Background: an optimization exercise with open tools, aiming at small area, a short achievable clock period and few clock cycles per item. Do not read the settings as production practice.
No run shown here included a check of the RTL's function; only the layout flow was run.
No activity file was given, so power comes from the tool's default toggle rates.

==> flow/design.v (outline; a module is shown in full before it is edited, if it fits) <==
// module conv_mac: 3079 lines
// module cm_fa: 11 lines
// module cm_ha: 10 lines
// module cnn_pool: 287 lines
module cnn_pool
#(
    parameter int IMG_DIM = cnn_geom_pkg::DEF_IMG_DIM
)
(
    input  logic     clk,
    input  logic     reset,
    input  logic     i_start,
    input  wb_bus_pkg::wb_addr_t i_src_base,
    input  wb_bus_pkg::wb_addr_t i_dst_base,
    input  wb_bus_pkg::wb_data_t i_rd_dat,
    input  logic     i_rd_ack,
    input  logic     i_wr_ack,
    output logic     o_rd_cyc,
    output logic     o_rd_stb,
    output wb_bus_pkg::wb_addr_t o_rd_adr,
    output logic     o_wr_cyc,
    output logic     o_wr_stb,
    output logic     o_wr_we,
    output wb_bus_pkg::wb_addr_t o_wr_adr,
    output wb_bus_pkg::wb_data_t o_wr_dat,
    output logic     o_busy,
    output logic     o_done
);
  // ...
==> flow/run.sh <==
#!/bin/bash
# synth_recipe.tcl (not shown) runs the flow's synth.tcl, then flattens the netlist and writes it again
# the make line also repeats each setting of config.mk as NAME=value (left out here)
make -C /OpenROAD-flow-scripts/flow DESIGN_CONFIG=/design/flow/config.mk WORK_HOME=/design/flow/orfs CLKGATE_MAP_FILE= SYNTH_SCRIPT=/design/flow/synth_recipe.tcl finish
==> flow/config.mk <==
export PLATFORM = sky130hd
export DESIGN_NAME = cnn_pool
export DESIGN_NICKNAME = cnn_pool
export VERILOG_FILES = /design/flow/design.v
export SDC_FILE = /design/flow/constraint.sdc
export NUM_CORES = 4
export LEC_CHECK = 0
export CAP_MARGIN = 20
export CORE_MARGIN = 2
export CORE_UTILIZATION = 40
export SLEW_MARGIN = 20
export SYNTH_HIERARCHICAL = 1
export SYNTH_MINIMUM_KEEP_SIZE = 0
==> flow/constraint.sdc <==
create_clock -name core_clock -period 9.0 [get_ports {clk}]
set_input_delay 1.8000 -clock core_clock [delete_from_list [all_inputs] [get_ports {clk}]]
set_output_delay 1.8000 -clock core_clock [all_outputs]
set_load 0.01 [all_outputs]
==> summary.txt, run 1 <==
Routing
  – Top Layer Used: met5

Job
  – Max-cap violations: 0

Setup path
  – Crit-path cells: buf_4 > and3_1 > fa_1 > fa_1 > fa_1 > fa_1 > fa_1 > fa_1
  – Slowest Stage Delay on Critical Path: between 0.6 and 0.7 ns
  – R2R cell count: 8
  – Critical path's most frequent cell: fa_1
  – CP Capture Type: flip-flop

Yosys
  – Most frequent cell after synthesis: fa_1
  – Mux cell area share after synthesis: under 10%
  – Synth async-reset ratio: 0%
  – Netlist cell types: between 60 and 70
  – Yosys top cell by area: fa_1

Pwr
  – Sw frac: between 30% and 40%
  – Pwr Density: about 200 nW/um^2
  – Total net switching power: about 2.5 mW
  – Leak: 15.89 nW

STA
  – Fin crit share: approximately 50%
  – Skew final: between 0.02 and 0.025 ns
  – Min Tclk post-route: between 4 and 5 ns
  – Worst-margin pin slew: ~1.1 ns

Final layout
  – # diodes: 3
  – Nets: ~3,100
  – Fillers: approximately 7,100
  – Post-layout util: ~45%
  – Fraction of area in multi-input gates: between 50% and 60%
  – Biggest regs: lbuf (144), wgt (72), u_mac.cut_q (67)

CTS
  – Cts hold-fix bufs: 0
  – Clk Tree Root Cell: clkbuf_16
  – CTS tree: built
  – H-tree depth: 2

Placement
  – Placed cell area: around 35,000 um^2

Floorplan
  – Io pins: between 100 and 150

GRT
  – Grt total ovfl: 0
  – M3 GR Usage: roughly 5.3%
  – Met1 Track Usage GR: just under 30%
  – Largest net degree at the start of global routing: 75
  – Total GRT Usage: a little over a fifth

Run status
  – Status: finished clean
==> run 2: changes to the inputs <==
--- a/flow/config.mk
+++ b/flow/config.mk
@@ -9,4 +9,5 @@
 export CORE_MARGIN = 2
 export CORE_UTILIZATION = 40
+export SETUP_SLACK_MARGIN = 5
 export SLEW_MARGIN = 20
 export SYNTH_HIERARCHICAL = 1
==> run 2 against run 1 <==
Compared with the run above: still clean; synthesized area unchanged; die area unchanged; sequential share of layout area down 1.8 points; first-iteration DRC count up 9.8%; clock power about the same; wire length up 6.3%; hold slack worse by 0.0033 ns; synthesized cell count unchanged; largest cell class unchanged; largest power group unchanged.
==> summary.txt, run 2 <==
Yosys
  – Syn_area_per_cell: 13.66 um^2
  – Top cell type's share of synthesized area: 33.22%
  – Synthesized Nets: approximately 3,100
  – Synth async-reset ratio: 0% (unchanged)
  – Top FF cell, synth: edfxtp_1
  – Netlist cell types: 67 (unchanged)
  – Most frequent cell after synthesis: fa_1
  – Yosys top cell by area: fa_1
  – Sequential element share of the synthesized area: between 30% and 40%
  – Mapped Area: ~33,000 um^2
  – Post-Synthesis Cells: 2,395
  – Yosys reg bits: between 400 and 500
  – Leading post-synthesis cells by cell area: fa_1 (33%), edfxtp_1 (30%), and3_1 (9.8%)
  – Yosys Warn Count: 10
  – Synth cell count leaders: fa_1 (543), and3_1 (511), edfxtp_1 (328)
  – Number of synthesized flops with an enable pin: 328

Final layout
  – Layout cells sized above 1: between 10% and 20%
  – Post-layout util: 47.87% (+2.5 points)
  – Commonest non-fill, non-tap cell in the layout: and3_1
  – Largest Register: lbuf
  – Biggest regs: lbuf (144), wgt (72), u_mac.cut_q (67)
  – Max FFs per register: 144
  – Nets: 3,287 (+5.0%)
  – Most frequent cells in the layout: and3_1 (489), fa_1 (425), edfxtp_1 (328), dfxtp_1 (137), buf_4 (135)
  – Synth-to-Final Area Change: 18.20%
  – Fillers: 6,962 (-2.2%)

Routing
  – Initial DRC count: roughly 2,200
  – Detail Route Antenna Nets: 0
  – Via/cell ratio: 5.760
  – DR pass1 iterations: 5
  – Total number of vias: roughly 21,000
  – DRC Markers: 0
  – Total wire length: 96,380 um
  – Routed len/inst: 25.89 um

GRT
  – Grt total ovfl: 0 (unchanged)
  – Vias in the first global route: 22,390
  – Initial antenna violation count: 3
  – Largest net degree at the start of global routing: 74 (-1.3%)
  – Total GRT Usage: 22.51% (+0.70 points)
  – First-pass GRT wire length: 141,500 um

Setup path
  – Crit path max-delay family: adder cells
  – Crit path DAT: roughly 4.6 ns
  – Critical path's most frequent cell: fa_1
  – CP Buf/Inv Count: 1
  – R2R Setup Slk: slightly below 5 ns
  – CP startpoint kind: flip-flop
  – Setup CP Type: reg -> reg
  – Critical path launch point: wgt[5][3]
  – CP required: ~9.5 ns
  – Worst R2R Start: wgt[5][3]
  – Critical Path Stages: 8
  – Slowest Stage Delay on Critical Path: 0.65 ns (about the same)
  – CP Capture Type: flip-flop
  – Worst-path fanout max: 6
  – Worst R2R End: u_mac.cut_q[7]
  – R2R cell count: 8 (unchanged)
  – Crit-path cells: buf_4 > and3_1 > fa_1 > fa_2 > fa_1 > fa_1 > fa_1 > fa_1
  – Crit-path slowest cell: fa_2

Min path
  – Hold path depth: 0
  – Hold Crit Endpoint: s_ctr[3]
  – Hold Path Class: reg -> reg
  – Hold Path Origin: t_ctr[3]

Pwr
  – Max VDD drop: about 0.28 mV
  – Design Power: between 7 and 8 mW
  – Leak: 16.56 nW (+4.2%)
  – Pwr Density: 194.9 nW/um^2 (-4.6%)

STA
  – Final worst slack: a little under 5 ns
  – Hold slack: ~0.32 ns
  – Setup_tns: 0 ns
  – Fin. max-slew vios: 0
  – Final setup violation count: 0
  – Min Tclk post-route: 4.097 ns (-0.3064 ns)
  – RSZ-0062 raised after global routing: yes
  – Fin crit share: 45.53% (-3.4 points)
  – Count of final hold-check violations: 0
  – Worst-margin pin slew: 1.044 ns (-0.05766 ns)
  – Skew final: 0.02168 ns (-0.0002535 ns)
  – Max Fclk: 0.2441 GHz
  – Worst relative slew slack: between 30% and 40%

CTS
  – H-tree depth: 2 (unchanged)
  – Clk Latency, worst-skew pair: 0.63 ns
  – TritonCTS Sinks: 477
  – Clk Tree Root Cell: clkbuf_16
  – Clk buf depth: 3
  – Worst-path clk slew: ~0.060 ns
  – Num CTS Buffers: 54
  – CTS tree: built

Job
  – Max-cap violations: 0 (unchanged)

Placement
  – Pre-CTS setup slack: 4.584 ns
  – IO Port Bufs: slightly below 100
  – Routability congestion estimate: about 1.0
  – Final HPWL from detailed placement: between 70,000 and 80,000 um

Floorplan
  – Cell row count: between 100 and 150
  – Starting Density: 40.50%
  – Core box area: approximately 81,000 um^2
  – Io pins: 108 (unchanged)
  – Die width: a little under 300 um
  – Die Height: 290.0 um
  – Die ar.: about 84,000 um^2

Run status
  – Status: finished clean
run 2: cell counts after synthesis:
Identical to the previous run, type by type.
run 2: worst max path at each step:
stage | end | slack (ns)
detailed placement | u_mac.cut_q[30] | 4.58
global route | u_mac.cut_q[7] | 4.85
finish | u_mac.cut_q[7] | 4.90
global placement | u_mac.cut_q[30] | 4.60
floorplan | u_mac.cut_q[7] | 5.04
CTS | u_mac.cut_q[30] | 4.90
run 2: layout make-up:
| class | count | area (um^2) | share of cell area (%) |
|---|---|---|---|
| Tap cell | 1060 | 1326 | 3.429 |
| Inverter | 51 | 191.4 | 0.4949 |
| Clock buffer | 82 | 1645 | 4.254 |
| Multi-Input combinational cell | 1748 | 19670 | 50.86 |
| Sequential cell | 477 | 12860 | 33.25 |
| Antenna cell | 4 | 10.01 | 0.02588 |
| Clock inverter | 20 | 265.3 | 0.6858 |
| Timing Repair Buffer | 280 | 2708 | 7.000 |
run 2: stage by stage:
step,std cells,cell area (um^2)
after CTS,3660,37760
after global placement,3459,34780
final,3722,38680
after global routing,3718,38670
after floorplan,2395,32730
after detailed placement,3459,34780
run 2: modules after synthesis, one instance, submodules excluded:
| module | times used | cells | cell area, um^2 | flip-flops and latches |
|---|---|---|---|---|
| conv_mac | 1 | 857 | 6115 | 67 |
| cnn_pool | 1 | 974 | 15480 | 410 |
| cm_ha | 22 | 1 | 12.51 | 0 |
| cm_fa | 542 | 1 | 20.02 | 0 |
run 2: cells by family after synthesis:
logic type                 share of synthesized area (%)
xor gates and xnor gates                           2.168
buffers and inverters                              2.134
muxes                                              2.455
AOI/OAI and AO/OA                                  2.611
and+or+nand+nor                                    15.17
adders and majority gates                          36.24
other                                            0.01146
DFF                                                39.21
run 2: power breakdown:
group | leakage, nW | switching [mW] | internal, mW | total [mW]
combinational | 11.4 | 1.50 | 1.05 | 2.55
sequential | 4.22 | 0.0920 | 2.58 | 2.67
clock | 0.925 | 0.938 | 1.39 | 2.32
total | 16.6 | 2.53 | 5.01 | 7.54
run 2: per-layer routing:
metal,vias up,global-route usage (%),wire [um]
met3,252,4.688,8843
met2,1154,34.83,44040
met1,11100,29.85,37580
li1,8936,-,-
met5,-,0,0
met4,0,12.30,5917
run 2: timing repair:
action	CTS	global route
endpoints found under the hold margin	0	0
pin swaps	26	44
gates cloned	2	7
buffers inserted	97	51
setup endpoints to repair	114	93
resized for setup	84	111
hold buffers	0	0

[static timing again, ports no longer ideal]
In the flow no input, the clock included, has a driving cell. The finished layouts below were timed again as built, in two steps. Step 1, drivers: a clkbuf_16 drives clk and a buf_2 each remaining input, both assumed. Step 2 times the ports against the registers' clock, not the clock port: input delays grow and output delays shrink by t, the midpoint of the rising clock arrivals with the driver on. Three values: ideal, step 1, step 2; two values: the first two.
run	shift t [ns]	setup slack, ns	latest minus earliest clock arrival (ns)
run 1	0.665	4.596 / 4.596 / 4.596	0.023 / 0.022
run 2	0.678	4.903 / 4.903 / 4.903	0.024 / 0.024
After both steps setup and hold are still met in every run listed.
